Background: an optimization exercise with open tools, aiming at small area, a short achievable clock period and few clock cycles per item. Do not read the settings as production practice.
At most, simulation tests tie the RTL to the original design; equivalence was not proved.
No functional check of the RTL was part of runs 1 to 3.
Power is estimated from default activity; no workload was simulated.

File: flow/design.v
`default_nettype none
module ex_mdu (
   input  logic        clk,
   input  logic        reset,
   input  logic        start,
   input  logic [2:0]  md_op,
   input  logic [31:0] rs,
   input  logic [31:0] rt,
   output logic        busy,
   output logic [31:0] hi,
   output logic [31:0] lo
);
   localparam int KM = 8;              
   localparam int W  = 32 + KM;        
   localparam logic [2:0] OP_MULT  = 3'd1;
   localparam logic [2:0] OP_MULTU = 3'd2;
   localparam logic [2:0] OP_DIV   = 3'd3;
   localparam logic [2:0] OP_DIVU  = 3'd4;
   localparam logic [2:0] OP_MTHI  = 3'd5;
   localparam logic [2:0] OP_MTLO  = 3'd6;
   logic        busy_q;
   logic [31:0] hi_q, lo_q;
   logic [31:0] b_q;                   
   logic [5:0]  rem_q;                 
   logic        mul_q, sgn_q, aneg_q, dneg_q, post_q, inc_q, first_q;
   logic [31:0] lo_e;
   logic        ic;
   always_comb begin
      ic = inc_q;
      for (int i = 0; i < 32; i++) begin
         lo_e[i] = lo_q[i] ^ ic;
         ic      = lo_q[i] & ic;
      end
   end
   logic        qn;                    
   logic [31:0] dm, am;                
   logic [4:0]  ma, mdv;               
   logic [5:0]  sh;
   logic [4:0]  se;
   logic [31:0] bsh;
   always_comb begin
      qn  = aneg_q ^ dneg_q;
      dm  = b_q ^ {32{dneg_q}};
      am  = hi_q ^ {32{aneg_q}};
      ma  = 5'd0;
      mdv = 5'd0;
      for (int i = 0; i < 32; i++) begin
         if (am[i]) ma  = 5'(i);
         if (dm[i]) mdv = 5'(i);
      end
      sh  = {1'b0, ma} - {1'b0, mdv} + {5'd0, aneg_q};
      se  = (first_q & ~mul_q) ? sh[4:0] : 5'd0;
      bsh = b_q << se;
   end
   logic          mlast;
   logic          mneg;
   logic [KM-1:0] dg;
   logic [32:0]   bx, bm, nx;
   logic [W-1:0]  cs_s, cs_c, row, s_n, c_n;
   logic [W-1:0]  msum;
   logic          mc;
   logic [31:0]   dt;
   logic          dq;
   always_comb begin
      mlast = (rem_q == 6'(KM));
      mneg  = mul_q & mlast & sgn_q & lo_q[KM-1];
      dg    = mul_q ? lo_q[KM-1:0] : KM'(1);
      bx    = {mul_q ? (sgn_q & b_q[31]) : ~aneg_q,
               bsh ^ {32{~mul_q & (aneg_q ^ ~dneg_q)}}};
      bm    = {sgn_q & b_q[31], b_q};
      cs_s  = W'({~((mul_q ? sgn_q : aneg_q) & hi_q[31]), hi_q});
      cs_c  = W'({~(dg[1] & bm[32]), dg[1] ? bm[31:0] : 32'd0}) << 1;
      for (int i = 2; i <= KM; i++) begin
         if (i == KM) begin
            row = W'({~(dg[0] & bx[32]), dg[0] ? bx[31:0] : 32'd0});
         end else if (i == KM - 1) begin
            nx  = mneg ? ~bm : bm;
            row = (W'({~(dg[i] & nx[32]), dg[i] ? nx[31:0] : 32'd0}) << i)
                | W'({(KM-1){mneg}});
         end else begin
            row = W'({~(dg[i] & bm[32]), dg[i] ? bm[31:0] : 32'd0}) << i;
         end
         s_n  = cs_s ^ cs_c ^ row;
         c_n  = ((cs_s & cs_c) | ((cs_s ^ cs_c) & row)) << 1;
         cs_s = s_n;
         cs_c = c_n;
      end
      mc = mneg | (~mul_q & ~qn);
      for (int i = 0; i < W; i++) begin
         msum[i] = cs_s[i] ^ cs_c[i] ^ mc;
         mc      = (cs_s[i] & cs_c[i]) | ((cs_s[i] ^ cs_c[i]) & mc);
      end
      dt = msum[31:0];
      dq = aneg_q ? (msum[32] | (msum[32:0] == 33'd0)) : ~msum[32];
   end
   logic        dlast;
   assign dlast = first_q ? (sh[5] | (sh[4:0] == 5'd0)) : (rem_q == 6'd0);
   logic        op_mul, op_div, op_dsg, zero;
   assign op_mul = (md_op == OP_MULT) | (md_op == OP_MULTU);
   assign op_div = (md_op == OP_DIV) | (md_op == OP_DIVU);
   assign op_dsg = (md_op == OP_DIV);
   assign zero   = (rt == 32'd0);
   always_ff @(posedge clk) begin
      if (!busy_q) begin
         mul_q   <= ~op_div;
         sgn_q   <= (md_op == OP_MULT);
         aneg_q  <= op_dsg & rs[31];
         dneg_q  <= op_dsg & rt[31];
         inc_q   <= 1'b0;
         post_q  <= 1'b0;
         first_q <= 1'b1;
         rem_q   <= 6'd32;
         b_q     <= rt;
      end
      if (reset) begin
         busy_q <= 1'b0;
         hi_q   <= 32'd0;
         lo_q   <= 32'd0;
      end else if (!busy_q) begin
         if (start) begin
            if (op_mul | (op_div & ~zero)) busy_q <= 1'b1;
            if (op_mul) begin
               lo_q <= rs;
               hi_q <= 32'd0;
            end
            if (op_div & ~zero) hi_q <= rs;
            if (md_op == OP_MTHI) hi_q <= rs;
            if (md_op == OP_MTLO) lo_q <= rs;
         end
      end else if (mul_q) begin
         hi_q  <= msum[W-1:KM];
         lo_q  <= {msum[KM-1:0], lo_q[31:KM]};
         rem_q <= rem_q - 6'(KM);
         if (mlast) busy_q <= 1'b0;
      end else if (!post_q) begin
         first_q <= 1'b0;
         if (dq & ~(first_q & sh[5])) hi_q <= dt[31:0];
         lo_q  <= {(first_q ? {31{qn}} : lo_q[30:0]), dq & ~(first_q & sh[5]) ^ qn};
         b_q   <= {dneg_q, bsh[31:1]};
         rem_q <= first_q ? {1'b0, sh[4:0]} - 6'd1 : rem_q - 6'd1;
         if (dlast) begin
            if (qn) begin
               post_q <= 1'b1;
               inc_q  <= 1'b1;
            end else begin
               busy_q <= 1'b0;
            end
         end
      end else begin
         lo_q   <= lo_e;
         busy_q <= 1'b0;
      end
   end
   assign busy = busy_q;
   assign hi   = hi_q;
   assign lo   = lo_q;
endmodule
`default_nettype wire
File: flow/flow/run.sh
#!/bin/bash
# Own layout flow: the standard layout (standard.sh: standard synthesis,
# floorplan, place, CTS, route, finish) with one change: the buffers ORFS puts
# on every input and output port are sky130_fd_sc_hd__buf_1 cells instead of
# the default choice (clkdlybuf4s50_1, a slow and large delay buffer).
# Full make output goes to flow_standard.log in the work folder.
set -euo pipefail
cd "$(dirname "${BASH_SOURCE[0]}")/.."
export BUFFER_PORTS_ARGS="-buffer_cell sky130_fd_sc_hd__buf_1"
status=0
bash standard.sh > flow_standard.log 2>&1 || status=$?
tail -n 20 flow_standard.log
exit $status
File: flow/standard.sh
#!/bin/bash
# synth_recipe.tcl (not shown) runs the flow's synth.tcl, then flattens the netlist and writes it again
# the make line also repeats each setting of config.mk as NAME=value (left out here)
make -C /OpenROAD-flow-scripts/flow DESIGN_CONFIG=/design/flow/config.mk WORK_HOME=/design/flow/orfs CLKGATE_MAP_FILE= SYNTH_SCRIPT=/design/flow/synth_recipe.tcl "${@:-finish}"
File: flow/config.mk
export PLATFORM = sky130hd
export DESIGN_NAME = ex_mdu
export DESIGN_NICKNAME = ex_mdu
export VERILOG_FILES = /design/flow/design.v
export SDC_FILE = /design/flow/constraint.sdc
export NUM_CORES = 4
export LEC_CHECK = 0
export CAP_MARGIN = 20
export CORE_MARGIN = 2
export CORE_UTILIZATION = 40
export SLEW_MARGIN = 20
File: flow/constraint.sdc
create_clock -name core_clock -period 110.0 [get_ports {clk}]
set_input_delay 22.0000 -clock core_clock [delete_from_list [all_inputs] [get_ports {clk}]]
set_output_delay 22.0000 -clock core_clock [all_outputs]
set_load 0.01 [all_outputs]
==> results of run 1 <==
critical path, stage by stage:
cell	delay [ns]
buf_1	0.12
inv_1	0.09
and3_1	0.18
a21oi_1	0.06
o21bai_1	0.20
o21ai_2	0.08
buf_4	0.36
inv_1	0.13
a221oi_4	0.22
buf_4	0.65
nor2_1	0.11
a211oi_1	0.27
where the power goes:
group | internal, mW | switching [mW]
combinational | 0.134 | 0.200
clock | 0.0159 | 0.0190
sequential | 0.0450 | 0.0150
total | 0.195 | 0.234
routing by layer:
layer	share of wire	track usage	vias up
met5	0	0	-
met4	0.040	0.1030	0
met3	0.079	0.03564	136
met2	0.45	0.4179	735
met1	0.43	0.3745	8025
li1	-	-	7227
placed cells by master, fill, tap and decap left out, drive strengths merged, types with 4 or more instances in the layout:
cell type / n
nor2: 198
buf: 179
o21bai: 5
o211ai: 4
a21oi: 98
nand3: 33
a22oi: 14
or2: 4
edfxtp: 7
nor2b: 57
mux2: 13
dfxtp: 103
fa: 263
and2: 10
clkinv: 5
and3: 203
xor2: 29
o21ai: 122
a311oi: 24
o22ai: 7
a21boi: 6
nand2b: 7
nor4: 16
nand2: 147
nor3: 26
inv: 76
a221oi: 10
ha: 63
mux2i: 121
xnor2: 22
mux4: 19
a31oi: 42
a21o: 5
clkbuf: 10
nand4: 7
a211oi: 62
o31ai: 4
or3: 12
Yosys cell counts (all sizes together), types with 10 or more instances:
cell,count,area [um2]
mux4,19,427.9
and2,10,62.56
nor2b,57,364.1
nor3,26,130.1
a31oi,42,262.8
nor2,198,743.2
a311oi,24,210.2
a221oi,10,105.1
nand2,147,575.6
a211oi,62,610.6
mux2i,121,1211
inv,73,274.0
xor2,29,254.0
a22oi,14,105.1
ha,63,788.3
o21ai,122,610.6
fa,263,5265
xnor2,22,192.7
a21oi,98,494.2
and3,203,1270
nand3,33,165.2
nor4,16,100.1
buf,36,211.4
or3,12,75.07
mux2,13,146.4
clkbuf,160,600.6
dfxtp,103,2062
state kept, by name, indices dropped and copies added (netlist names):
name,cells
lo_q,32
hi_q,32
aneg_q,1
b_q,32
inc_q,1
rem_q,6
dneg_q,1
sgn_q,1
busy_q,1
post_q,1
mul_q,1
first_q,1
final timing paths:
path,end,cells past startpoint
worst max-delay path,hi_q[18]$_SDFFE_PP0P_,12
worst min-delay path,inc_q$_DFF_P_,2
worst max register to register,hi_q[31]$_SDFFE_PP0P_,71
worst min register to register,inc_q$_DFF_P_,2
cells by family after synthesis:
logic type / count (synthesis)
adder cells (fa/ha/maj): 326
XOR/XNOR: 51
AO/OA/AOI/OAI: 425
flip-flops: 110
multiplexers: 153
buffers and inverters: 270
AND/OR/NAND/NOR: 729
area by class of cell:
cell class / instances / area, um2
clock buffers: 9 / 225.2
clock inverters: 7 / 65.06
fillers: 4525 / 25850
inverters: 74 / 277.8
multi-input cells: 1684 / 14790
flip-flops and latches: 110 / 2277
well taps: 600 / 750.7
repair buffers: 180 / 852.1
==> impl_results.md, run 1 <==
- Power per standard cell area: 22.30 mW/mm2
- Unrepaired setup endpoints after global routing: no
- Routed wire per std cell: 23.50 um
- Crit Path Category: in -> reg
- # hold bufs at CTS: 0
- Clk slew on worst S/H paths: 0.09 ns
- Leak: 8.958 nW
- Placer congestion estimate: 0.9012
- Slew Limit Fails: 0
- Total track usage: 0.2667
- HP Start: inc_q$_DFF_P_
- Post-synth top flop: dfxtp_1
- Worst Setup End Kind: register
- CTS HTree Levels: 3
- WP data required: 110.31 ns
- Synth unique cells: 70
- Die height: 217.0 um
- Syn Area/Cell: 8.790 um2
- Post-CTS Resized: 0
- Dpl cell area: 0.01895 mm2
- # diodes: 0
- Max FO, Critical Path: 64
- PortBufs: 134
- Inst Count DP: 2648
- Worst-margin pin slew: 1.091 ns
- Routed Antenna Nets: 0
- DR pass1 iterations: 6
- XOR/XNOR share of the synthesized area: 0.02462
- Crit path from: md_op[2]
- Async SR Flop Fraction: 0
- CP Launch Type: primary input
- Detailed Route WL: 62.60 mm
- Postcts setup bufs: 0
- Synth Area in Simple Gates: 0.2026
- Core area: 0.04509 mm2
- Clock Latency Late Sink: 0.40 ns
- Synthesized instance count: 2064
- Reg2reg setup slack: 86.50 ns
- Final period util: 0.2202
- CTS max path bufs: 2
- Mux cell area share after synthesis: 0.09841
- Fin area: 0.01924 mm2
- Clk root buf: clkbuf_16
- Vias/cell: 6.052
- Post-synthesis compound-gate area fraction: 0.1554
- Max-cap violations: 0
- Largest net degree at the start of global routing: 114
- Sequential area share after synthesis: 0.1252
- Post-Syn Area: 0.01814 mm2
- Die area: 0.04708 mm2
- Final Hold Fails: 0
- Global route overflow: 0
- Placement Setup Slack: 85.44 ns
- Final core occ: 0.4267
- Worst Path Arrival: 24.53 ns
- Reg2Reg Launch Point: hi_q[4]$_SDFFE_PP0P_
- Initial antenna violation count: 0
- Number of global-route vias before repair: 15780
- Fin cells: 2664
- # DRC: 0
- Layout cell share with drive strength beyond 1: 0.06783
- Post-synth EDFFs: 7
- Fin worst setup slack: 85.78 ns
- Status: finished clean
- Area Overhead vs Synth: 6.055%
- First-iteration detailed-routing DRC count: 1964
- Initial Util: 0.4024
- Maximum VDD drop: 10.98 uV
- Clock Sinks: 110
- Worst min path class: reg -> reg
- Post-Syn Nets: 2460
- Dpl hpwl: 47.94 mm
- Clock skew: 0.02054 ns
- Max Fclk: 41.29 MHz
- Fin nets: 2455
- Final Power: 0.4291 mW
- Row cnt: 78
- Vias: 16120
- Hold_ws: 0.4611 ns
- Worst slew margin: 0.2662
- CTS tree: yes
- Largest family of logic cells by synthesized area: adder cells
- YS warnings: 1
- Total CTS buffers: 9
- FF+latch count, synth: 110
- Post-Synth Adder-Cell Area: 0.3337
- Die width: 217.0 um
- Setup violations, final: 0
- First-pass GRT wire length: 95.97 mm
- Final TNS setup: 0 ns
- # IOs: 135
- Post-layout min period: 24.22 ns
==> run 2, diff against run 1 <==
==> flow/flow/run.sh (replaced) <==
#!/bin/bash
# Own layout flow: the standard layout (standard.sh: standard synthesis,
# floorplan, place, CTS, route, finish) with two changes:
#  - the buffers ORFS puts on every input and output port are
#    sky130_fd_sc_hd__buf_1 cells instead of the default choice
#    (clkdlybuf4s50_1, a slow and large delay buffer);
#  - ORFS's setup repair after CTS works on every
#    path with less than SETUP_SLACK_MARGIN ns of slack, so it also speeds up
#    the paths from the inputs, which set the period this design achieves.
#    The clock period and all constraints stay the design's.
# Full make output goes to flow_standard.log in the work folder.
set -euo pipefail
cd "$(dirname "${BASH_SOURCE[0]}")/.."
export BUFFER_PORTS_ARGS="-buffer_cell sky130_fd_sc_hd__buf_1"
export SETUP_SLACK_MARGIN=86.2
export SKIP_INCREMENTAL_REPAIR=1
status=0
bash standard.sh > flow_standard.log 2>&1 || status=$?
tail -n 20 flow_standard.log
exit $status
==> impl_results.md, run 2 <==
- Worst R2R Path Depth: 71
- Postcts setup bufs: 3
- # diodes: 0
- Crit path depth: 7
- Slowest stage delay, CP: 0.76 ns
- HP Start: inc_q$_DFF_P_
- Clk slew on worst S/H paths: 0.08 ns
- Synthesized instance count: 2064
- Slew Limit Fails: 0
- Die height: 217.0 um
- Largest family of logic cells by synthesized area: adder cells
- Max-cap violations: 0
- Post-synthesis compound-gate area fraction: 0.1554
- WP data required: 110.26 ns
- Synth unique cells: 70
- Final TNS setup: 0 ns
- # IOs: 135
- Crit Path Category: in -> reg
- Mux cell area share after synthesis: 0.09841
- Crit-path leading delay family: buffers and inverters
- Max FO, Critical Path: 79
- YS warnings: 1
- First-pass GRT wire length: 96.68 mm
- # DRC: 0
- Final Hold Fails: 0
- Dpl hpwl: 47.94 mm
- Post-CTS Resized: 15
- Reg2reg setup slack: 86.50 ns
- Row cnt: 78
- Area taken by multi-input logic gates: 0.01482 mm2
- Clock Latency Late Sink: 0.41 ns
- Synth Area in Simple Gates: 0.2026
- XOR/XNOR share of the synthesized area: 0.02462
- Initial antenna violation count: 0
- DR pass1 iterations: 6
- Worst-path cell chain: clkbuf_4, buf_4, nor2_1, and3_1, buf_4, a211oi_1, a21oi_1
- Placer congestion estimate: 0.9012
- Critical path's slowest cell: buf_4
- Reg2Reg Capture Point: hi_q[31]$_SDFFE_PP0P_
- Post-synth EDFFs: 7
- Max Fclk: 42.08 MHz
- Layout cell share with drive strength beyond 1: 0.07395
- Worst-margin pin slew: 1.104 ns
- Total CTS buffers: 9
- Critical path buffers and inverters: 3
- Leak: 9.018 nW
- CTS max path bufs: 2
- FF+latch count, synth: 110
- Post-layout min period: 23.76 ns
- Most common cell after layout, fill and taps aside: fa_1
- Fill cell count: 4515
- Most instantiated library cell after synthesis: fa_1
- Routed wire per std cell: 23.66 um
- Worst slew margin: 0.2638
- Number of global-route vias before repair: 15910
- Core area: 0.04509 mm2
- Maximum VDD drop: 11.10 uV
- Top flop regs: b_q (32), hi_q (32), lo_q (32)
- Hold worst-path end: inc_q$_DFF_P_
- First-iteration detailed-routing DRC count: 1834
- Commonest cells in the netlist: fa_1, and3_1, nor2_1
- Initial Util: 0.4024
- Hold path depth: 2
- Synth top area cells: fa_1, dfxtp_1, and3_1
- Synth area leader: fa_1
- Final period util: 0.2160
- Setup violations, final: 0
- CP Launch Type: primary input
- Cell mode on critical path: buf_4
- FF/Latch Area: 0.002277 mm2
- Post-Syn Nets: 2460
- Post-Synth Adder-Cell Area: 0.3337
- Die area: 0.04708 mm2
- Post-synth top flop: dfxtp_1
- Worst Setup End Kind: register
- Hold_ws: 0.4604 ns
- Dpl cell area: 0.01895 mm2
- Sequential area share after synthesis: 0.1252
- Die width: 217.0 um
- Post-synth top area share: 0.2902
- # hold bufs at CTS: 0
- Power per standard cell area: 22.25 mW/mm2
- Largest net degree at the start of global routing: 114
- Worst min path class: reg -> reg
- Clock Sinks: 110
- Routed Antenna Nets: 0
- Most frequent cells in the layout: fa_1, and3_1, nor2_1
- Post-Syn Area: 0.01814 mm2
- Clock skew: 0.01906 ns
- PortBufs: 134
- Vias/cell: 6.043
- Area Overhead vs Synth: 6.889%
- CTS tree: yes
- Vias: 16130
- Reg2Reg Launch Point: hi_q[4]$_SDFFE_PP0P_
- Total track usage: 0.2689
- Detailed Route WL: 63.15 mm
- Async SR Flop Fraction: 0
- Fin area: 0.01939 mm2
- Worst Path Arrival: 24.03 ns
- Syn Area/Cell: 8.790 um2
- Clk root buf: clkbuf_16
- Global route overflow: 0
- Status: finished clean
- Fin nets: 2460
- CTS HTree Levels: 3
- Final Power: 0.4316 mW
==> run 2: worst reg2reg max path, delay by kind of cell (launching register included) <==
kind / cells / cell delay, ns
multiplexers: 1 / 0.32
flip-flops: 1 / 0.65
XOR/XNOR: 4 / 0.77
AO/OA/AOI/OAI: 13 / 2.94
buffers and inverters: 8 / 0.81
AND/OR/NAND/NOR: 3 / 0.91
adder cells (fa/ha/maj): 42 / 16.92
==> run 2: layout make-up <==
class                      count  area share
clock buffer                   9     0.01161
clock inverter                 7    0.003355
inverter                      74     0.01432
sequential                   110      0.1174
timing repair buffer         185     0.05013
multi-input combinational   1684      0.7644
tap                          600     0.03871
==> run 2: power by group <==
group          switching [mW]  internal (mW)  total [mW]  leakage (nW)
sequential             0.0151         0.0450      0.0601         0.936
clock                  0.0190         0.0159      0.0349         0.145
combinational           0.201          0.135       0.337          7.94
==> run 2: routing by layer <==
| layer | up-vias | track usage | part of all wire |
|---|---|---|---|
| li1 | 7237 | - | - |
| met1 | 8037 | 0.3732 | 0.43 |
| met2 | 694 | 0.4177 | 0.45 |
| met3 | 162 | 0.04458 | 0.079 |
| met4 | 0 | 0.1080 | 0.042 |
| met5 | - | 0 | 0 |
==> run 2: worst max-delay path by stage <==
stage | startpoint | endpoint | slack, ns
6_report | reset | b_q[18]$_DFF_P_ | 86.24
5_1_grt | hi_q[4]$_SDFFE_PP0P_ | hi_q[31]$_SDFFE_PP0P_ | 85.57
4_1_cts | rt[15] | hi_q[5]$_SDFFE_PP0P_ | 86.20
3_5_place_dp | md_op[2] | hi_q[16]$_SDFFE_PP0P_ | 85.44
3_3_place_gp | rt[6] | hi_q[17]$_SDFFE_PP0P_ | 85.53
2_1_floorplan | md_op[2] | hi_q[4]$_SDFFE_PP0P_ | 86.39
==> run 2: kinds of logic after synthesis <==
| kind of cell | after synthesis |
|---|---|
| adders and majority gates | 326 |
| DFF | 110 |
| AOI/OAI and AO/OA | 425 |
| buffers and inverters | 270 |
| and+or+nand+nor | 729 |
| muxes | 153 |
| xor gates and xnor gates | 51 |
==> run 2: stage by stage <==
| stage | worst slack (ns) | instances | util |
|---|---|---|---|
| 3_3_place_gp | 85.53 | 2648 | 0.4203 |
| 2_1_floorplan | 86.39 | 2064 | - |
| 6_report | 86.24 | 2669 | 0.4301 |
| 5_1_grt | 85.57 | 2669 | 0.4301 |
| 3_5_place_dp | 85.44 | 2648 | 0.4203 |
| 4_1_cts | 86.20 | 2669 | 0.4301 |
==> run 3, diff against run 2 <==
--- a/flow/flow/run.sh
+++ b/flow/flow/run.sh
@@ -13,5 +13,5 @@
 cd "$(dirname "${BASH_SOURCE[0]}")/.."
 export BUFFER_PORTS_ARGS="-buffer_cell sky130_fd_sc_hd__buf_1"
-export SETUP_SLACK_MARGIN=86.2
+export SETUP_SLACK_MARGIN=86.6
 export SKIP_INCREMENTAL_REPAIR=1
 status=0
--- a/flow/config.mk
+++ b/flow/config.mk
@@ -6,4 +6,5 @@
 export NUM_CORES = 4
 export LEC_CHECK = 0
+export ABC_AREA = 1
 export CAP_MARGIN = 20
 export CORE_MARGIN = 2
==> impl_results.md, run 3 <==
- Crit Path Category: in -> reg
- FF+latch count, synth: 110
- Cell mode on critical path: inv_2
- Die width: 210.7 um
- Worst-path cell chain: buf_1, inv_2, nand3_1, o21a_1, a41oi_2, inv_2, o21ai_4, inv_6, buf_4, nor3_1, a221oi_1, a21oi_1
- First-pass GRT wire length: 94.03 mm
- Die height: 210.7 um
- Clk root buf: clkbuf_16
- Initial Util: 0.4064
- Most instantiated library cell after synthesis: nand2_1
- Top flop regs: b_q (32), hi_q (32), lo_q (32)
- Total track usage: 0.2781
- Max FO, Critical Path: 7
- Clock Sinks: 110
- Routed wire per std cell: 20.86 um
- CTS tree: yes
- HP Start: inc_q$_DFF_P_
- # IOs: 135
- Crit path from: md_op[2]
- Sequential area share after synthesis: 0.1330
- Clock skew: 0.01933 ns
- Total CTS buffers: 9
- Post-synth top flop: dfxtp_1
- DR pass1 iterations: 9
- CP Launch Type: primary input
- Worst min path class: reg -> reg
- Post-synth top area share: 0.3082
- Core area: 0.04204 mm2
- Post-layout min period: 23.50 ns
- Synthesized instance count: 2311
- Clk slew on worst S/H paths: 0.09 ns
- Vias: 16510
- Number of global-route vias before repair: 16070
- Most frequent cells in the layout: nand2_1, nor2_1, fa_1
- Leak: 8.621 nW
- Synth area leader: fa_1
- Die area: 0.04438 mm2
- Commonest cells in the netlist: nand2_1, nor2_1, fa_1
- Clock Latency Late Sink: 0.37 ns
- # DRC: 0
- Fin cells: 2905
- Crit-path leading delay family: compound AO/OA/AOI/OAI gates
- Max-cap violations: 0
- Slowest stage delay, CP: 0.34 ns
- Routed Antenna Nets: 0
- Fin nets: 2753
- Worst-margin pin slew: 1.155 ns
- Final TNS setup: 0 ns
- Placer congestion estimate: 0.9420
- Post-CTS Resized: 27
- Status: finished clean
- Row cnt: 75
- Final Power: 0.4192 mW
- Dpl cell area: 0.01793 mm2
- Most common cell after layout, fill and taps aside: nand2_1
- Synth unique cells: 51
- CTS max path bufs: 2
- Largest net degree at the start of global routing: 76
- CTS HTree Levels: 3
- Initial antenna violation count: 5
- Global route overflow: 0
- Post-synth EDFFs: 7
- Critical path buffers and inverters: 5
- Dpl hpwl: 47.57 mm
- # hold bufs at CTS: 0
- Power per standard cell area: 22.70 mW/mm2
- Vias/cell: 5.682
- Slew Limit Fails: 0
- Reg2Reg Launch Point: aneg_q$_DFFE_PN_
- Worst Setup End Kind: register
- Async SR Flop Fraction: 0
- PortBufs: 134
- Worst Path Arrival: 23.82 ns
- Synth top area cells: fa_1, dfxtp_1, nand2_1
- Setup violations, final: 0
- Syn Area/Cell: 7.392 um2
- Inst Count DP: 2872
- Postcts setup bufs: 10
- Final Hold Fails: 0
- Final period util: 0.2136
- Final core occ: 0.4392
- Fill cell count: 4366
- Critical path's slowest cell: nor3_1
- Detailed Route WL: 60.59 mm
- Maximum VDD drop: 12.15 uV
- Post-Syn Nets: 2707
- Layout cell share with drive strength beyond 1: 0.04784
- First-iteration detailed-routing DRC count: 1779
- Max Fclk: 42.55 MHz
- Area Overhead vs Synth: 8.078%
- YS warnings: 1
- WP data required: 110.32 ns
- Post-Syn Area: 0.01708 mm2
- Fin area: 0.01846 mm2
- Worst slew margin: 0.2271
==> run 3: cell types whose count changed after synthesis, moves of 53 or more <==
cell	change
a21oi_1	+61
nor2b_1	-56
o21ai_1	+102
o21ai_0	+63
nor2_1	+135
inv_1	+154
nand2_1	+252
mux2i_1	-117
and3_1	-201
clkbuf_1	-53
==> run 3: power by group <==
group	total (mW)	switching [mW]	internal, mW	leakage, nW
logic	0.328	0.213	0.115	7.54
registers	0.0558	0.0102	0.0456	0.933
clock network	0.0354	0.0176	0.0178	0.150
==> run 3: area by class of cell <==
cell class	instances	area, um2	share of cell area
multi-input cells	1789	13260	0.7182
flip-flops and latches	110	2273	0.1231
inverters	269	1062	0.05753
repair buffers	175	843.3	0.04567
well taps	539	674.4	0.03652
clock buffers	11	264.0	0.01430
clock inverters	5	45.04	0.002440
repair inverters	3	31.28	0.001694
diodes	4	10.01	0.0005421
==> run 3: cell families (layout without fill, tap and decap cells) <==
kind of cell,after synthesis,in the layout,synth area share
AOI/OAI and AO/OA,591,591,0.1965
xor gates and xnor gates,68,68,0.03530
adders and majority gates,326,326,0.3543
buffers and inverters,412,463,0.09484
DFF,110,110,0.1330
muxes,4,4,0.002344
other,0,4,0
and+or+nand+nor,800,800,0.1837
==> run 3: metrics by stage <==
step	hold WS [ns]	setup WS, ns
2_1_floorplan	0.4306	86.56
4_1_cts	0.4643	86.57
5_1_grt	0.4931	85.47
6_report	0.4668	86.50
3_3_place_gp	0.4468	85.47
3_5_place_dp	0.4451	85.34
==> run 3: final timing paths <==
kind	endpoint	slack, ns	cells after the start
max	hi_q[31]$_SDFFE_PP0P_	86.50	12
max reg2reg	hi_q[31]$_SDFFE_PP0P_	86.86	92
min	inc_q$_DFF_P_	0.47	2
min reg2reg	inc_q$_DFF_P_	0.47	2
==> run 3: routing by layer <==
metal  vias to the layer above  global-route usage  share of wire
met5                         -                   0        0.00023
met4                         2             0.09422          0.034
met3                       122             0.06244          0.088
met2                       671              0.4385           0.45
met1                      8108              0.3779           0.43
li1                       7603                   -              -
==> run 3: worst register-to-register path: cells and delay by family, from the launching register on <==
family          cells  cell delay (ns)
buf+inv            10             1.86
flops               1             0.33
fa+ha+maj          41            16.55
compound gates      6             1.53
xor+xnor            4             0.74
simple gates       31             2.07
==> run 4, diff against run 3 <==
--- a/flow/design.v
+++ b/flow/design.v
@@ -23,14 +23,5 @@
    logic [31:0] b_q;                   
    logic [5:0]  rem_q;                 
-   logic        mul_q, sgn_q, aneg_q, dneg_q, post_q, inc_q, first_q;
-   logic [31:0] lo_e;
-   logic        ic;
-   always_comb begin
-      ic = inc_q;
-      for (int i = 0; i < 32; i++) begin
-         lo_e[i] = lo_q[i] ^ ic;
-         ic      = lo_q[i] & ic;
-      end
-   end
+   logic        mul_q, sgn_q, aneg_q, dneg_q, first_q;
    logic        qn;                    
    logic [31:0] dm, am;                
@@ -96,4 +87,18 @@
    logic        dlast;
    assign dlast = first_q ? (sh[5] | (sh[4:0] == 5'd0)) : (rem_q == 6'd0);
+   logic [30:0] qb, qbi;
+   logic        qx, qi, qc;
+   logic [31:0] lo_dv;
+   always_comb begin
+      qb = first_q ? {31{qn}} : lo_q[30:0];
+      qx = (dq & ~(first_q & sh[5])) ^ qn;
+      qi = dlast & qn;
+      qc = 1'b1;
+      for (int i = 0; i < 31; i++) begin
+         qbi[i] = qb[i] ^ qc;
+         qc     = qb[i] & qc;
+      end
+      lo_dv = {(qx & qi) ? qbi : qb, qx ^ qi};
+   end
    logic        op_mul, op_div, op_dsg, zero;
    assign op_mul = (md_op == OP_MULT) | (md_op == OP_MULTU);
@@ -107,6 +112,4 @@
          aneg_q  <= op_dsg & rs[31];
          dneg_q  <= op_dsg & rt[31];
-         inc_q   <= 1'b0;
-         post_q  <= 1'b0;
          first_q <= 1'b1;
          rem_q   <= 6'd32;
@@ -133,21 +136,11 @@
          rem_q <= rem_q - 6'(KM);
          if (mlast) busy_q <= 1'b0;
-      end else if (!post_q) begin
+      end else begin
          first_q <= 1'b0;
          if (dq & ~(first_q & sh[5])) hi_q <= dt[31:0];
-         lo_q  <= {(first_q ? {31{qn}} : lo_q[30:0]), dq & ~(first_q & sh[5]) ^ qn};
+         lo_q  <= lo_dv;
          b_q   <= {dneg_q, bsh[31:1]};
          rem_q <= first_q ? {1'b0, sh[4:0]} - 6'd1 : rem_q - 6'd1;
-         if (dlast) begin
-            if (qn) begin
-               post_q <= 1'b1;
-               inc_q  <= 1'b1;
-            end else begin
-               busy_q <= 1'b0;
-            end
-         end
-      end else begin
-         lo_q   <= lo_e;
-         busy_q <= 1'b0;
+         if (dlast) busy_q <= 1'b0;
       end
    end
--- a/flow/config.mk
+++ b/flow/config.mk
@@ -6,7 +6,6 @@
 export NUM_CORES = 4
 export LEC_CHECK = 0
-export ABC_AREA = 1
 export CAP_MARGIN = 20
 export CORE_MARGIN = 2
-export CORE_UTILIZATION = 40
+export CORE_UTILIZATION = 55
 export SLEW_MARGIN = 20
==> impl_results.md, run 4 <==
- CTS HTree Levels: 3
- Fin area: 0.01958 mm2
- Slowest stage delay, CP: 0.30 ns
- Die area: 0.03472 mm2
- Worst Path Arrival: 23.86 ns
- # IOs: 135
- CTS max path bufs: 2
- Postcts setup bufs: 10
- Crit-path leading delay family: buffers and inverters
- Post-layout min period: 23.57 ns
- YS warnings: 1
- Clock Latency Late Sink: 0.38 ns
- Initial antenna violation count: 0
- Layout cell share with drive strength beyond 1: 0.07553
- Power per standard cell area: 33.74 mW/mm2
- Post-CTS Resized: 31
- Clock Sinks: 108
- Initial Util: 0.5606
- Routed wire per std cell: 25.30 um
- # hold bufs at CTS: 0
- Fin nets: 2482
- Post-synth top flop: dfxtp_1
- CTS tree: yes
- Routed Antenna Nets: 0
- Dpl cell area: 0.01894 mm2
- Hold_ws: 0.5518 ns
- Synth unique cells: 69
- Clock skew: 0.01001 ns
- Max Fclk: 42.42 MHz
- Detailed Route WL: 64.12 mm
- WP data required: 110.29 ns
- Critical path's slowest cell: nor4_1
- Worst-path cell chain: buf_1, nor4_1, nand4_1, buf_4, o22ai_2, a21oi_4, buf_12, nor2_4, buf_6, buf_12, buf_16, a221oi_2, nor3_1
- Worst slew margin: 0.3520
- Setup violations, final: 0
- DR pass1 iterations: 6
- Vias/cell: 6.594
- PortBufs: 134
- CP Launch Type: primary input
- Worst Setup End Kind: register
- Post-synth top area share: 0.2879
- Final Hold Fails: 0
- Slew Limit Fails: 0
- Worst min path class: reg -> reg
- Die height: 186.3 um
- Top flop regs: b_q (32), hi_q (32), lo_q (32)
- Synth area leader: fa_1
- Number of global-route vias before repair: 16330
- Clk root buf: clkbuf_16
- Global route overflow: 0
- Clk slew on worst S/H paths: 0.08 ns
- Synthesized instance count: 2095
- Max FO, Critical Path: 5
- Most instantiated library cell after synthesis: fa_1
- Synth top area cells: fa_1, dfxtp_1, mux2i_1
- # diodes: 0
- Status: finished clean
- First-pass GRT wire length: 98.46 mm
- Row cnt: 66
- Leak: 9.170 nW
- Core area: 0.03262 mm2
- FF+latch count, synth: 108
- Max-cap violations: 0
- Post-Syn Nets: 2490
- Commonest cells in the netlist: fa_1, and3_1, clkbuf_1
- # DRC: 0
- Most frequent cells in the layout: fa_1, and3_1, a21oi_1
- Sequential area share after synthesis: 0.1221
- Most common cell after layout, fill and taps aside: fa_1
- Crit Path Category: in -> reg
- Fill cell count: 2983
- Worst-margin pin slew: 0.9720 ns
- Vias: 16710
- Final TNS setup: 0 ns
- Total track usage: 0.3689
- Dpl hpwl: 48.49 mm
- Final period util: 0.2143
- Post-Syn Area: 0.01829 mm2
- Cell mode on critical path: buf_12
- Die width: 186.3 um
- Area Overhead vs Synth: 7.096%
- Placer congestion estimate: 0.9429
- Maximum VDD drop: 27.82 uV
- Async SR Flop Fraction: 0
- Critical path buffers and inverters: 6
- Largest net degree at the start of global routing: 77
- First-iteration detailed-routing DRC count: 1801
- Total CTS buffers: 9
- Syn Area/Cell: 8.728 um2
- Post-synth EDFFs: 7
==> run 4: cell types whose count changed after synthesis, moves of 69 or more <==
cell,change
and3_1,+205
inv_1,-153
mux2i_1,+140
nand2_1,-288
nor2_1,-209
nor3_1,+73
o21ai_0,-69
o21ai_1,-107
==> run 4: worst reg2reg max path, delay by kind of cell, from the launching register on <==
kind	cells	cell delay (ns)
muxes	2	0.81
buffers and inverters	5	0.58
adders and majority gates	42	17.53
DFF	1	0.38
and+or+nand+nor	4	1.17
xor gates and xnor gates	3	0.60
AOI/OAI and AO/OA	9	2.34
==> run 4: area by class of cell <==
type	count	area, um2	share of cell area
multi-input combinational	1706	15120	0.7723
inverter	75	285.3	0.01457
tap	442	553.0	0.02824
sequential	108	2237	0.1142
timing repair buffer	186	1080	0.05514
timing repair inverter	1	5.005	0.0002556
clock buffer	12	257.7	0.01316
clock inverter	4	40.04	0.002045
==> run 4: metrics by stage <==
| step | util | total power, mW | worst slack (ns) | cells |
|---|---|---|---|---|
| after floorplan | - | 0.4274 | 86.53 | 2095 |
| after global placement | 0.5807 | 0.5994 | 85.62 | 2502 |
| after detailed placement | 0.5807 | 0.6007 | 85.58 | 2502 |
| after CTS | 0.6003 | 0.6485 | 86.53 | 2534 |
| after global routing | 0.6003 | 0.7034 | 85.65 | 2534 |
| final | 0.6003 | 0.6607 | 86.43 | 2534 |
==> run 4: cell families (layout without fill, tap and decap cells) <==
family / after synthesis / in the layout / synth area share
adder cells (fa/ha/maj): 325 / 325 / 0.3304
multiplexers: 175 / 175 / 0.09806
AND/OR/NAND/NOR: 695 / 695 / 0.1995
buffers and inverters: 281 / 278 / 0.06063
flip-flops: 108 / 108 / 0.1221
AO/OA/AOI/OAI: 459 / 459 / 0.1645
XOR/XNOR: 52 / 52 / 0.02491
==> run 4: routing by layer <==
layer | wire length, um | vias to the layer above | global-route usage
met3 | 5543 | 187 | 0.06075
met2 | 29770 | 825 | 0.5923
met4 | 3976 | 0 | 0.1978
met1 | 24830 | 8296 | 0.4795
met5 | 0 | - | 0
li1 | - | 7400 | -
==> run 4: worst paths after layout <==
path | startpoint | endpoint | slack, ns | cells after the start
worst max-delay path | rt[1] | hi_q[13]$_SDFFE_PP0P_ | 86.43 | 13
worst max register to register | dneg_q$_DFFE_PN_ | hi_q[31]$_SDFFE_PP0P_ | 86.54 | 65
worst min-delay path | lo_q[31]$_SDFFE_PP0P_ | lo_q[31]$_SDFFE_PP0P_ | 0.55 | 2
worst min register to register | lo_q[31]$_SDFFE_PP0P_ | lo_q[31]$_SDFFE_PP0P_ | 0.55 | 2
==> run 4: power breakdown <==
| group | switching, mW | internal [mW] |
|---|---|---|
| sequential | 0.0261 | 0.0471 |
| clock | 0.0177 | 0.0172 |
| combinational | 0.329 | 0.223 |
| total | 0.373 | 0.288 |
Testbench counts of run 4, summed over its fixed seeds: cycles 63,217, ops 12,000.
==> run 5, diff against run 4 <==
--- a/flow/config.mk
+++ b/flow/config.mk
@@ -9,3 +9,4 @@
 export CORE_MARGIN = 2
 export CORE_UTILIZATION = 55
+export CTS_BUF_LIST = sky130_fd_sc_hd__clkbuf_8
 export SLEW_MARGIN = 20
==> impl_results.md, run 5 <==
- Post-layout min period: 23.49 ns
- Setup violations, final: 0
- Clk slew on worst S/H paths: 0.12 ns
- Async SR Flop Fraction: 0
- Power per standard cell area: 33.54 mW/mm2
- Max Fclk: 42.57 MHz
- Dpl cell area: 0.01894 mm2
- Core area: 0.03262 mm2
- # IOs: 135
- Total track usage: 0.3669
- Max-cap violations: 0
- Layout cell share with drive strength beyond 1: 0.07191
- Syn Area/Cell: 8.728 um2
- Area Overhead vs Synth: 5.912%
- Worst Setup End Kind: register
- Post-Syn Nets: 2490
- Commonest cells in the netlist: fa_1, and3_1, clkbuf_1
- Worst-margin pin slew: 0.9664 ns
- FF+latch count, synth: 108
- Status: finished clean
- First-iteration detailed-routing DRC count: 1723
- WP data required: 110.34 ns
- Global route overflow: 0
- Worst-path cell chain: clkbuf_4, clkinvlp_4, and3_1, o21ai_0, o21ai_0, a22oi_1
- Largest net degree at the start of global routing: 77
- M3 GR Usage: 0.05623
- Crit Path Category: in -> reg
- Worst slew margin: 0.3557
- Crit path from: reset
- Sequential area share after synthesis: 0.1221
- Maximum VDD drop: 27.90 uV
- Slowest stage delay, CP: 0.55 ns
- Most frequent cells in the layout: fa_1, and3_1, a21oi_1
- Fin nets: 2476
- Row cnt: 66
- Total CTS buffers: 9
- DR pass1 iterations: 6
- Initial antenna violation count: 1
- # DRC: 0
- Postcts setup bufs: 6
- Clk root buf: clkbuf_8
- Clock skew: 0.01969 ns
- Final period util: 0.2136
- CTS tree: yes
- Clock Sinks: 108
- Clock Latency Late Sink: 0.42 ns
- Detailed Route WL: 63.69 mm
- Number of global-route vias before repair: 16280
- Post-synth top area share: 0.2879
- Critical path's slowest cell: clkinvlp_4
- Most common cell after layout, fill and taps aside: fa_1
- Max FO, Critical Path: 45
- Die width: 186.3 um
- Vias/cell: 6.570
- Reg2Reg Capture Point: lo_q[31]$_SDFFE_PP0P_
- Post-CTS Resized: 19
- Worst Path Arrival: 23.83 ns
- Cell mode on critical path: o21ai_0
- Worst min path class: reg -> reg
- Grt met1 use: 0.4819
- Post-synth EDFFs: 7
- Post-Syn Area: 0.01829 mm2
- CP Launch Type: primary input
- Worst R2R Path Depth: 63
- Final TNS setup: 0 ns
- YS warnings: 1
- Reg2Reg Launch Point: dneg_q$_DFFE_PN_
- Routed wire per std cell: 25.19 um
- Routed Antenna Nets: 0
- Vias: 16610
- Global routing's busiest layer: met2
- First-pass GRT wire length: 98.15 mm
- # diodes: 0
- Top flop regs: b_q (32), hi_q (32), lo_q (32)
- Dpl hpwl: 48.49 mm
- PortBufs: 134
- Synth area leader: fa_1
- # hold bufs at CTS: 0
- Most instantiated library cell after synthesis: fa_1
- Die area: 0.03472 mm2
- Met2 GRT Util: 0.5903
- Die height: 186.3 um
- Initial Util: 0.5606
- Hold_ws: 0.5595 ns
- Placer congestion estimate: 0.9429
- Final Hold Fails: 0
- Synth unique cells: 69
- Crit path to: rem_q[5]$_DFF_P_
- Reg2reg setup slack: 86.62 ns
- CTS max path bufs: 2
- Slew Limit Fails: 0
- Fin area: 0.01937 mm2
- Post-synth top flop: dfxtp_1
- Leak: 9.070 nW
- CTS HTree Levels: 3
- Synthesized instance count: 2095
- Synth top area cells: fa_1, dfxtp_1, mux2i_1
run 5: changes by cell type in the layout (fill, tap and decap cells not counted), sizes merged:
cell    delta
inv        +2
buf        -6
bufinv     +1
clkbuf     -3
run 5: cells by family after synthesis:
family,Yosys count,synth area share
AOI/OAI and AO/OA,459,0.1645
xor gates and xnor gates,52,0.02491
adders and majority gates,325,0.3304
buffers and inverters,281,0.06063
DFF,108,0.1221
muxes,175,0.09806
and+or+nand+nor,695,0.1995
run 5: per-stage QoR:
step	instances	setup slack, ns	total power [mW]	util
after global routing	2528	85.62	0.6932	0.5937
after detailed placement	2502	85.58	0.6007	0.5807
final	2528	86.51	0.6495	0.5937
after global placement	2502	85.62	0.5994	0.5807
after floorplan	2095	86.53	0.4274	-
after CTS	2528	86.57	0.6388	0.5937
run 5: worst min path at each step:
| stage | startpoint | end | slack (ns) | depth (start not counted) |
|---|---|---|---|---|
| after floorplan | rem_q[4]$_DFF_P_ | rem_q[4]$_DFF_P_ | 0.52 | 2 |
| final | lo_q[31]$_SDFFE_PP0P_ | lo_q[31]$_SDFFE_PP0P_ | 0.56 | 2 |
| after global placement | lo_q[31]$_SDFFE_PP0P_ | lo_q[31]$_SDFFE_PP0P_ | 0.53 | 2 |
| after CTS | lo_q[31]$_SDFFE_PP0P_ | lo_q[31]$_SDFFE_PP0P_ | 0.55 | 2 |
| after global routing | lo_q[31]$_SDFFE_PP0P_ | lo_q[31]$_SDFFE_PP0P_ | 0.59 | 2 |
| after detailed placement | lo_q[31]$_SDFFE_PP0P_ | lo_q[31]$_SDFFE_PP0P_ | 0.53 | 2 |
run 5: layer usage:
metal,wire (um),up-vias
met1,25120,8292
li1,-,7388
met3,5120,154
met4,3700,0
met5,0,-
met2,29750,775
run 5: area by class of cell:
type                       instances  area (um2)
multi-input combinational       1706       15120
fill                            3009       13250
sequential                       108        2238
timing repair buffer             180       967.2
tap                              442       553.0
inverter                          75       285.3
clock buffer                       9       123.9
clock inverter                     7       77.57
timing repair inverter             1       5.005
run 5: critical path: cells and delay by family:
family          cells  cell delay, ns
buf+inv             2            1.05
simple gates        1            0.32
compound gates      3            0.44
run 5: report_power, final:
group,internal (mW),switching (mW)
logic,0.222,0.327
clock network,0.0108,0.0165
registers,0.0471,0.0261
==> run 6, diff against run 5 <==
--- a/flow/config.mk
+++ b/flow/config.mk
@@ -10,3 +10,4 @@
 export CORE_UTILIZATION = 55
 export CTS_BUF_LIST = sky130_fd_sc_hd__clkbuf_8
+export CTS_CLUSTER_SIZE = 10
 export SLEW_MARGIN = 20
==> impl_results.md, run 6 <==
- Clock Latency Late Sink: 0.42 ns
- Crit Path Category: in -> reg
- Slowest stage delay, CP: 0.55 ns
- Initial Util: 0.5606
- Async SR Flop Fraction: 0
- Power per standard cell area: 33.54 mW/mm2
- Status: finished clean
- Reg2reg setup slack: 86.62 ns
- Die height: 186.3 um
- Postcts setup bufs: 6
- Die area: 0.03472 mm2
- Most common cell after layout, fill and taps aside: fa_1
- Most frequent cells in the layout: fa_1, and3_1, a21oi_1
- # diodes: 0
- Critical path's slowest cell: clkinvlp_4
- Detailed Route WL: 63.69 mm
- Total track usage: 0.3669
- Post-synth top area share: 0.2879
- # IOs: 135
- # DRC: 0
- Vias/cell: 6.570
- Total CTS buffers: 9
- WP data required: 110.34 ns
- Post-layout min period: 23.49 ns
- Vias: 16610
- # hold bufs at CTS: 0
- Post-synth EDFFs: 7
- Worst min path class: reg -> reg
- Final core occ: 0.5937
- Synth area leader: fa_1
- Core area: 0.03262 mm2
- Worst-path cell chain: clkbuf_4, clkinvlp_4, and3_1, o21ai_0, o21ai_0, a22oi_1
- Syn Area/Cell: 8.728 um2
- Post-CTS Resized: 19
- Worst Setup End Kind: register
- CP Launch Type: primary input
- CTS max path bufs: 2
- Row cnt: 66
- Setup violations, final: 0
- First-iteration detailed-routing DRC count: 1723
- FF+latch count, synth: 108
- Clk root buf: clkbuf_8
- Routed Antenna Nets: 0
- Final period util: 0.2136
- Fin nets: 2476
- Dpl hpwl: 48.49 mm
- Leak: 9.070 nW
- Worst slew margin: 0.3557
- Layout cell share with drive strength beyond 1: 0.07191
- Post-Syn Nets: 2490
- First-pass GRT wire length: 98.15 mm
- Worst-margin pin slew: 0.9664 ns
- Placer congestion estimate: 0.9429
- Routed wire per std cell: 25.19 um
- Top flop regs: b_q (32), hi_q (32), lo_q (32)
- DR pass1 iterations: 6
- PortBufs: 134
- Sequential area share after synthesis: 0.1221
- Area Overhead vs Synth: 5.912%
- Max FO, Critical Path: 45
- CTS HTree Levels: 3
- Synthesized instance count: 2095
- Final Power: 0.6495 mW
- Commonest cells in the netlist: fa_1, and3_1, clkbuf_1
- Synth top area cells: fa_1, dfxtp_1, mux2i_1
- Clock Sinks: 108
- Post-Syn Area: 0.01829 mm2
- Synth unique cells: 69
- YS warnings: 1
- Post-synth top flop: dfxtp_1
- Worst Path Arrival: 23.83 ns
- Clk slew on worst S/H paths: 0.12 ns
- Max Fclk: 42.57 MHz
- Cell mode on critical path: o21ai_0
- Critical path buffers and inverters: 2
- Clock skew: 0.01969 ns
- Crit-path leading delay family: buffers and inverters
- Number of global-route vias before repair: 16280
- Slew Limit Fails: 0
- CTS tree: yes
- Global route overflow: 0
- Largest net degree at the start of global routing: 77
- Die width: 186.3 um
- Max-cap violations: 0
- Most instantiated library cell after synthesis: fa_1
- Initial antenna violation count: 1
- Final Hold Fails: 0
- Final TNS setup: 0 ns
- Maximum VDD drop: 27.90 uV
## run 6: logic make-up after synthesis
kind of cell / share of synthesized area
compound gates: 0.1645
simple gates: 0.1995
flops: 0.1221
mux: 0.09806
fa+ha+maj: 0.3304
xor+xnor: 0.02491
buf+inv: 0.06063
## run 6: metrics by stage
| step | std cells | cell area, um2 | hold WS (ns) | setup slack [ns] |
|---|---|---|---|---|
| after floorplan | 2095 | 18440 | 0.5164 | 86.53 |
| after global placement | 2502 | 18940 | 0.5348 | 85.62 |
| after detailed placement | 2502 | 18940 | 0.5288 | 85.58 |
| after CTS | 2528 | 19370 | 0.5477 | 86.57 |
| after global routing | 2528 | 19370 | 0.5944 | 85.62 |
| final | 2528 | 19370 | 0.5595 | 86.51 |
## run 6: power by group
group | internal [mW] | total (mW) | switching, mW
sequential | 0.0471 | 0.0732 | 0.0261
combinational | 0.222 | 0.549 | 0.327
clock | 0.0108 | 0.0273 | 0.0165
## run 6: routing by layer
metal	routed length, um	global-route usage	share of wire	vias up
met5	0	0	0	-
met3	5120	0.05623	0.080	154
met1	25120	0.4819	0.39	8292
met2	29750	0.5903	0.47	775
li1	-	-	-	7388
met4	3700	0.1883	0.058	0
## run 6: final timing paths
| check | startpoint | end | cells past startpoint |
|---|---|---|---|
| setup / recovery | reset | rem_q[5]$_DFF_P_ | 6 |
| hold / removal | lo_q[31]$_SDFFE_PP0P_ | lo_q[31]$_SDFFE_PP0P_ | 2 |
| setup reg to reg | dneg_q$_DFFE_PN_ | lo_q[31]$_SDFFE_PP0P_ | 63 |
| hold reg to reg | lo_q[31]$_SDFFE_PP0P_ | lo_q[31]$_SDFFE_PP0P_ | 2 |
## run 6: final cells by class
cell class | instances | area (um2)
clock buffers | 9 | 123.9
clock inverters | 7 | 77.57
fillers | 3009 | 13250
inverters | 75 | 285.3
multi-input cells | 1706 | 15120
flip-flops and latches | 108 | 2238
well taps | 442 | 553.0
repair buffers | 180 | 967.2
repair inverters | 1 | 5.005
## run 6: tightest hold or removal path, cell delays in order, from the launching register on
cell and delay (ns):
dfxtp_1 0.36, nor2_1 0.11, a211oi_1 0.05
==> run 7, diff against run 6 <==
--- a/flow/config.mk
+++ b/flow/config.mk
@@ -8,6 +8,4 @@
 export CAP_MARGIN = 20
 export CORE_MARGIN = 2
-export CORE_UTILIZATION = 55
-export CTS_BUF_LIST = sky130_fd_sc_hd__clkbuf_8
-export CTS_CLUSTER_SIZE = 10
+export CORE_UTILIZATION = 70
 export SLEW_MARGIN = 20
==> impl_results.md, run 7 <==
- Status: finished clean
- CTS max path bufs: 2
- Worst-margin pin slew: 1.053 ns
- First-pass GRT wire length: 96.26 mm
- Total CTS buffers: 9
- Clk root buf: clkbuf_16
- Max FO, Critical Path: 7
- Crit path depth: 11
- Critical path buffers and inverters: 4
- Max Fclk: 42.25 MHz
- Initial Util: 0.7077
- Syn Area/Cell: 8.728 um2
- Vias/cell: 7.071
- DR pass1 iterations: 6
- Post-CTS Resized: 25
- Worst-path cell chain: buf_6, nor4_4, nand4_1, o22ai_2, a21oi_4, buf_12, buf_12, nor2_4, buf_4, a221oi_2, nor3_1
- Clock Sinks: 108
- Commonest cells in the netlist: fa_1, and3_1, clkbuf_1
- Total track usage: 0.4487
- Post-Syn Area: 0.01829 mm2
- Worst slew margin: 0.2894
- Clock Latency Late Sink: 0.39 ns
- Hold_ws: 0.5583 ns
- Final period util: 0.2152
- Crit-path leading delay family: simple AND/OR/NAND/NOR gates
- # IOs: 135
- Routed Antenna Nets: 0
- Top flop regs: b_q (32), hi_q (32), lo_q (32)
- Layout cell share with drive strength beyond 1: 0.07828
- Largest net degree at the start of global routing: 182
- Slowest stage delay, CP: 0.44 ns
- Row cnt: 59
- Placer congestion estimate: 0.9874
- Setup violations, final: 0
- Post-layout min period: 23.67 ns
- # hold bufs at CTS: 0
- CTS HTree Levels: 3
- Synth top area cells: fa_1, dfxtp_1, mux2i_1
- Number of global-route vias before repair: 17070
- CTS tree: yes
- Detailed Route WL: 61.49 mm
- Die width: 165.6 um
- # DRC: 0
- Die height: 165.6 um
- Critical path's slowest cell: nor4_4
- Core area: 0.02584 mm2
- Die area: 0.02743 mm2
- Crit Path Category: in -> reg
- Worst Setup End Kind: register
- Maximum VDD drop: 17.98 uV
- Most frequent cells in the layout: fa_1, and3_1, a21oi_1
- PortBufs: 134
- Clock skew: 0.02584 ns
- Synth unique cells: 69
- Fin nets: 2485
- CP Launch Type: primary input
- Postcts setup bufs: 16
- Worst min path class: reg -> reg
- Post-synth top flop: dfxtp_1
- Hold path depth: 2
- Initial antenna violation count: 1
- Worst R2R Path Depth: 65
- Slew Limit Fails: 0
- WP data required: 110.30 ns
- Sequential area share after synthesis: 0.1221
- Max-cap violations: 0
- Post-synth top area share: 0.2879
- FF+latch count, synth: 108
- Power per standard cell area: 33.82 mW/mm2
- Final TNS setup: 0 ns
- Fin worst setup slack: 86.33 ns
- Worst Path Arrival: 23.96 ns
- Post-synth EDFFs: 7
- First-iteration detailed-routing DRC count: 2273
- Most common cell after layout, fill and taps aside: fa_1
- Most instantiated library cell after synthesis: fa_1
- Post-Syn Nets: 2490
- Synth area leader: fa_1
- Fill cell count: 1940
- Async SR Flop Fraction: 0
- Clk slew on worst S/H paths: 0.09 ns
- Dpl hpwl: 45.34 mm
- Global route overflow: 0
- Area Overhead vs Synth: 6.774%
- Placement Setup Slack: 85.15 ns
- Leak: 9.193 nW
- Cell mode on critical path: buf_12
- Vias: 17180
- Final Hold Fails: 0
- YS warnings: 1
- # diodes: 0
- Routed wire per std cell: 25.30 um
- Synthesized instance count: 2095
- Final Power: 0.6604 mW
run 7: cell counts after synthesis:
No cell type changed its count.
run 7: path summary, 6_finish.rpt:
path	startpoint	endpoint	slack, ns
worst max-delay path	rt[16]	hi_q[11]$_SDFFE_PP0P_	86.33
worst min-delay path	lo_q[31]$_SDFFE_PP0P_	lo_q[31]$_SDFFE_PP0P_	0.56
worst max register to register	dneg_q$_DFFE_PN_	hi_q[31]$_SDFFE_PP0P_	86.40
worst min register to register	lo_q[31]$_SDFFE_PP0P_	lo_q[31]$_SDFFE_PP0P_	0.56
run 7: stage by stage:
step,std cells,util,area (um2)
finish,2430,0.7556,19520
global route,2430,0.7556,19520
CTS,2430,0.7556,19520
detailed placement,2392,0.7276,18800
global placement,2392,0.7276,18800
floorplan,2095,-,18440
run 7: metal layers:
metal	vias up	GRT usage	part of all wire
li1	7413	-	-
met1	8279	0.5665	0.36
met2	1177	0.6908	0.44
met3	312	0.09797	0.11
met4	2	0.3134	0.085
met5	-	0	0.00024
run 7: logic make-up after synthesis:
logic type / share of synthesized area
simple gates: 0.1995
mux: 0.09806
compound gates: 0.1645
xor+xnor: 0.02491
flops: 0.1221
buf+inv: 0.06063
fa+ha+maj: 0.3304
run 7: where the power goes:
group | internal, mW | leakage [nW] | switching (mW) | total, mW
clock network | 0.0165 | 0.151 | 0.0189 | 0.0354
logic | 0.223 | 8.12 | 0.329 | 0.552
registers | 0.0471 | 0.919 | 0.0263 | 0.0734
total | 0.286 | 9.19 | 0.374 | 0.660
run 7: worst min-delay path, cell delays in order (launching register included):
cell and delay [ns]:
dfxtp_1 0.35, nor2_1 0.11, a211oi_1 0.05
run 7: cell type report:
type / count / area, um2 / area share
well taps: 335 / 419.2 / 0.02147
clock inverters: 7 / 86.33 / 0.004422
inverters: 75 / 285.3 / 0.01461
repair inverters: 1 / 5.005 / 0.0002563
flip-flops and latches: 108 / 2237 / 0.1146
multi-input cells: 1707 / 15150 / 0.7760
clock buffers: 9 / 225.2 / 0.01154
repair buffers: 188 / 1116 / 0.05716
==> run 8, diff against run 7 <==
--- a/flow/config.mk
+++ b/flow/config.mk
@@ -8,4 +8,4 @@
 export CAP_MARGIN = 20
 export CORE_MARGIN = 2
-export CORE_UTILIZATION = 70
+export CORE_UTILIZATION = 40
 export SLEW_MARGIN = 20
==> impl_results.md, run 8 <==
- Top flop regs: b_q (32), hi_q (32), lo_q (32)
- # hold bufs at CTS: 0
- Clk slew on worst S/H paths: 0.09 ns
- Final core occ: 0.4377
- Die width: 217.8 um
- Routed wire per std cell: 24.42 um
- Most common cell after layout, fill and taps aside: fa_1
- Fill cell count: 4551
- Async SR Flop Fraction: 0
- Worst min path class: reg -> reg
- DR pass1 iterations: 5
- Clock Sinks: 108
- CP Launch Type: primary input
- Critical path buffers and inverters: 6
- Global route overflow: 0
- Die area: 0.04744 mm2
- YS warnings: 1
- Power per standard cell area: 34.00 mW/mm2
- Post-CTS Resized: 34
- Syn Area/Cell: 8.728 um2
- Layout cell share with drive strength beyond 1: 0.07667
- Initial antenna violation count: 0
- Clock Latency Late Sink: 0.40 ns
- Maximum VDD drop: 26.70 uV
- Synth Area in Simple Gates: 0.1995
- Postcts setup bufs: 17
- Largest family of logic cells by synthesized area: adder cells
- Synthesized instance count: 2095
- Setup violations, final: 0
- # DRC: 0
- Post-synth EDFFs: 7
- Largest net degree at the start of global routing: 150
- Most instantiated library cell after synthesis: fa_1
- Synth area leader: fa_1
- Crit-path leading delay family: buffers and inverters
- WP data required: 110.31 ns
- Dpl hpwl: 48.75 mm
- Max-cap violations: 0
- Total track usage: 0.2794
- Max FO, Critical Path: 9
- # IOs: 135
- Post-synthesis compound-gate area fraction: 0.1645
- Slew Limit Fails: 0
- Fin nets: 2477
- PortBufs: 134
- Initial Util: 0.4038
- Post-synth top flop: dfxtp_1
- Status: finished clean
- Final Hold Fails: 0
- Leak: 9.169 nW
- Placer congestion estimate: 0.9145
- Routed Antenna Nets: 0
- Detailed Route WL: 65.61 mm
- Die height: 217.8 um
- Worst Path Arrival: 23.94 ns
- Dpl cell area: 0.01908 mm2
- Number of global-route vias before repair: 16640
- Commonest cells in the netlist: fa_1, and3_1, clkbuf_1
- Total CTS buffers: 9
- Clk root buf: clkbuf_16
- Worst-path cell chain: buf_6, nor4_4, nand4_1, buf_6, buf_6, o22ai_4, a21oi_4, buf_12, buf_4, nor2_4, buf_12, a221oi_2, nor3_1
- CTS max path bufs: 2
- Row cnt: 78
- Hold_ws: 0.5629 ns
- Vias/cell: 6.207
- CTS HTree Levels: 3
- Mux cell area share after synthesis: 0.09806
- CTS tree: yes
- Final period util: 0.2148
- First-iteration detailed-routing DRC count: 1380
- # diodes: 0
- FF+latch count, synth: 108
- Crit Path Category: in -> reg
- Worst-margin pin slew: 0.9872 ns
- Final TNS setup: 0 ns
- Most frequent cells in the layout: fa_1, and3_1, a21oi_1
- Post-synth top area share: 0.2879
- Worst Setup End Kind: register
- Worst slew margin: 0.3419
- Core area: 0.04528 mm2
- Clock skew: 0.01691 ns
- Post-Synth Adder-Cell Area: 0.3304
- Synth top area cells: fa_1, dfxtp_1, mux2i_1
- Critical path's slowest cell: nor4_4
- Vias: 16680
- First-pass GRT wire length: 100.9 mm
- Final Power: 0.6738 mW
- Slowest stage delay, CP: 0.29 ns
- Sequential area share after synthesis: 0.1221
- Post-Syn Nets: 2490
- Area Overhead vs Synth: 8.396%
- Max Fclk: 42.32 MHz
- Fin area: 0.01982 mm2
- Post-Syn Area: 0.01829 mm2
- Post-layout min period: 23.63 ns
- XOR/XNOR share of the synthesized area: 0.02491
- Synth unique cells: 69
- Cell mode on critical path: buf_6
## run 8: cell count changes in the layout (fill, tap and decap cells not counted), moves of 2 or more
cell and change:
buf_6 +3, buf_1 -3, inv_8 +2, buf_16 -2
buf_4 -9, buf_2 +2
## run 8: final cells by class
class / count / area [um2] / area share
Inverter: 75 / 285.3 / 0.01439
Clock buffer: 9 / 225.2 / 0.01136
Clock inverter: 7 / 97.59 / 0.004924
Sequential cell: 108 / 2237 / 0.1129
Timing Repair Buffer: 180 / 1046 / 0.05277
Timing Repair inverter: 1 / 5.005 / 0.0002525
Tap cell: 600 / 750.7 / 0.03788
Multi-Input combinational cell: 1707 / 15170 / 0.7655
## run 8: worst paths after layout
| check | start | endpoint | slack [ns] | cells past startpoint |
|---|---|---|---|---|
| setup / recovery | rt[1] | hi_q[11]$_SDFFE_PP0P_ | 86.37 | 13 |
| hold / removal | lo_q[31]$_SDFFE_PP0P_ | lo_q[31]$_SDFFE_PP0P_ | 0.56 | 2 |
| setup reg to reg | dneg_q$_DFFE_PN_ | hi_q[31]$_SDFFE_PP0P_ | 86.63 | 65 |
| hold reg to reg | lo_q[31]$_SDFFE_PP0P_ | lo_q[31]$_SDFFE_PP0P_ | 0.56 | 2 |
## run 8: worst reg2reg max path: cells and delay by family (launching register included)
family / cells / cell delay, ns
buf+inv: 5 / 0.54
simple gates: 4 / 1.23
flops: 1 / 0.37
fa+ha+maj: 42 / 17.60
mux: 2 / 0.73
compound gates: 9 / 2.33
xor+xnor: 3 / 0.51
## run 8: report_power, final
group | internal (mW) | switching (mW)
registers | 0.0471 | 0.0276
clock network | 0.0185 | 0.0194
logic | 0.223 | 0.338
## run 8: stage by stage
| stage | instances | setup slack, ns |
|---|---|---|
| global placement | 2650 | 85.21 |
| CTS | 2687 | 86.51 |
| global route | 2687 | 85.71 |
| finish | 2687 | 86.37 |
| detailed placement | 2650 | 85.16 |
| floorplan | 2095 | 86.53 |
## run 8: routing by layer
layer	GRT usage	up-vias	wire, um
li1	-	7384	-
met1	0.3776	8430	27840
met2	0.4567	746	30820
met3	0.04296	117	4752
met4	0.09388	0	2195
met5	0	-	0
## run 8: cell families (layout without fill, tap and decap cells)
kind of cell / after synthesis / after routing
AND/OR/NAND/NOR: 695 / 696
AO/OA/AOI/OAI: 459 / 459
adder cells (fa/ha/maj): 325 / 325
buffers and inverters: 281 / 272
multiplexers: 175 / 175
flip-flops: 108 / 108
XOR/XNOR: 52 / 52

-- afterwards: timing with drivers on the ports --
The flow's constraints put no driver on any port. The routed layouts listed below were extracted and timed again, unchanged, in two steps.
Step 1: set_driving_cell puts a clkbuf_16 on clk and a buf_2 on each other input, an assumption about the parent block.
Step 2 times the ports against the registers' clock, not the clock port: input delays grow and output delays shrink by t, the midpoint of the rising clock arrivals with the driver on.
a / b / c = no drivers / after step 1 / after step 2; a / b = the first two.
run | t (ns) | setup WS [ns] | hold slack, ns | worst setup path at the end | clock arrival spread, ns
run 1 | 0.450 | 85.781 / 85.812 / 85.363 | 0.461 / 0.461 / 0.461 | input to register | 0.021 / 0.021
run 2 | 0.451 | 86.235 / 86.265 / 85.814 | 0.460 / 0.460 / 0.460 | input to register | 0.020 / 0.020
run 3 | 0.414 | 86.500 / 86.492 / 86.078 | 0.467 / 0.467 / 0.467 | input to register | 0.019 / 0.020
run 4 | 0.427 | 86.429 / 86.427 / 86.000 | 0.552 / 0.552 / 0.552 | input to register | 0.010 / 0.010
run 5 | 0.457 | 86.507 / 86.525 / 86.068 | 0.559 / 0.559 / 0.559 | input to register | 0.020 / 0.020
run 6 | 0.457 | 86.507 / 86.525 / 86.068 | 0.559 / 0.559 / 0.559 | input to register | 0.020 / 0.020
run 7 | 0.430 | 86.331 / 86.353 / 85.922 | 0.558 / 0.558 / 0.558 | input to register | 0.026 / 0.025
run 8 | 0.446 | 86.370 / 86.397 / 85.951 | 0.563 / 0.563 / 0.563 | input to register | 0.017 / 0.017
After both steps setup and hold are still met in every run listed.
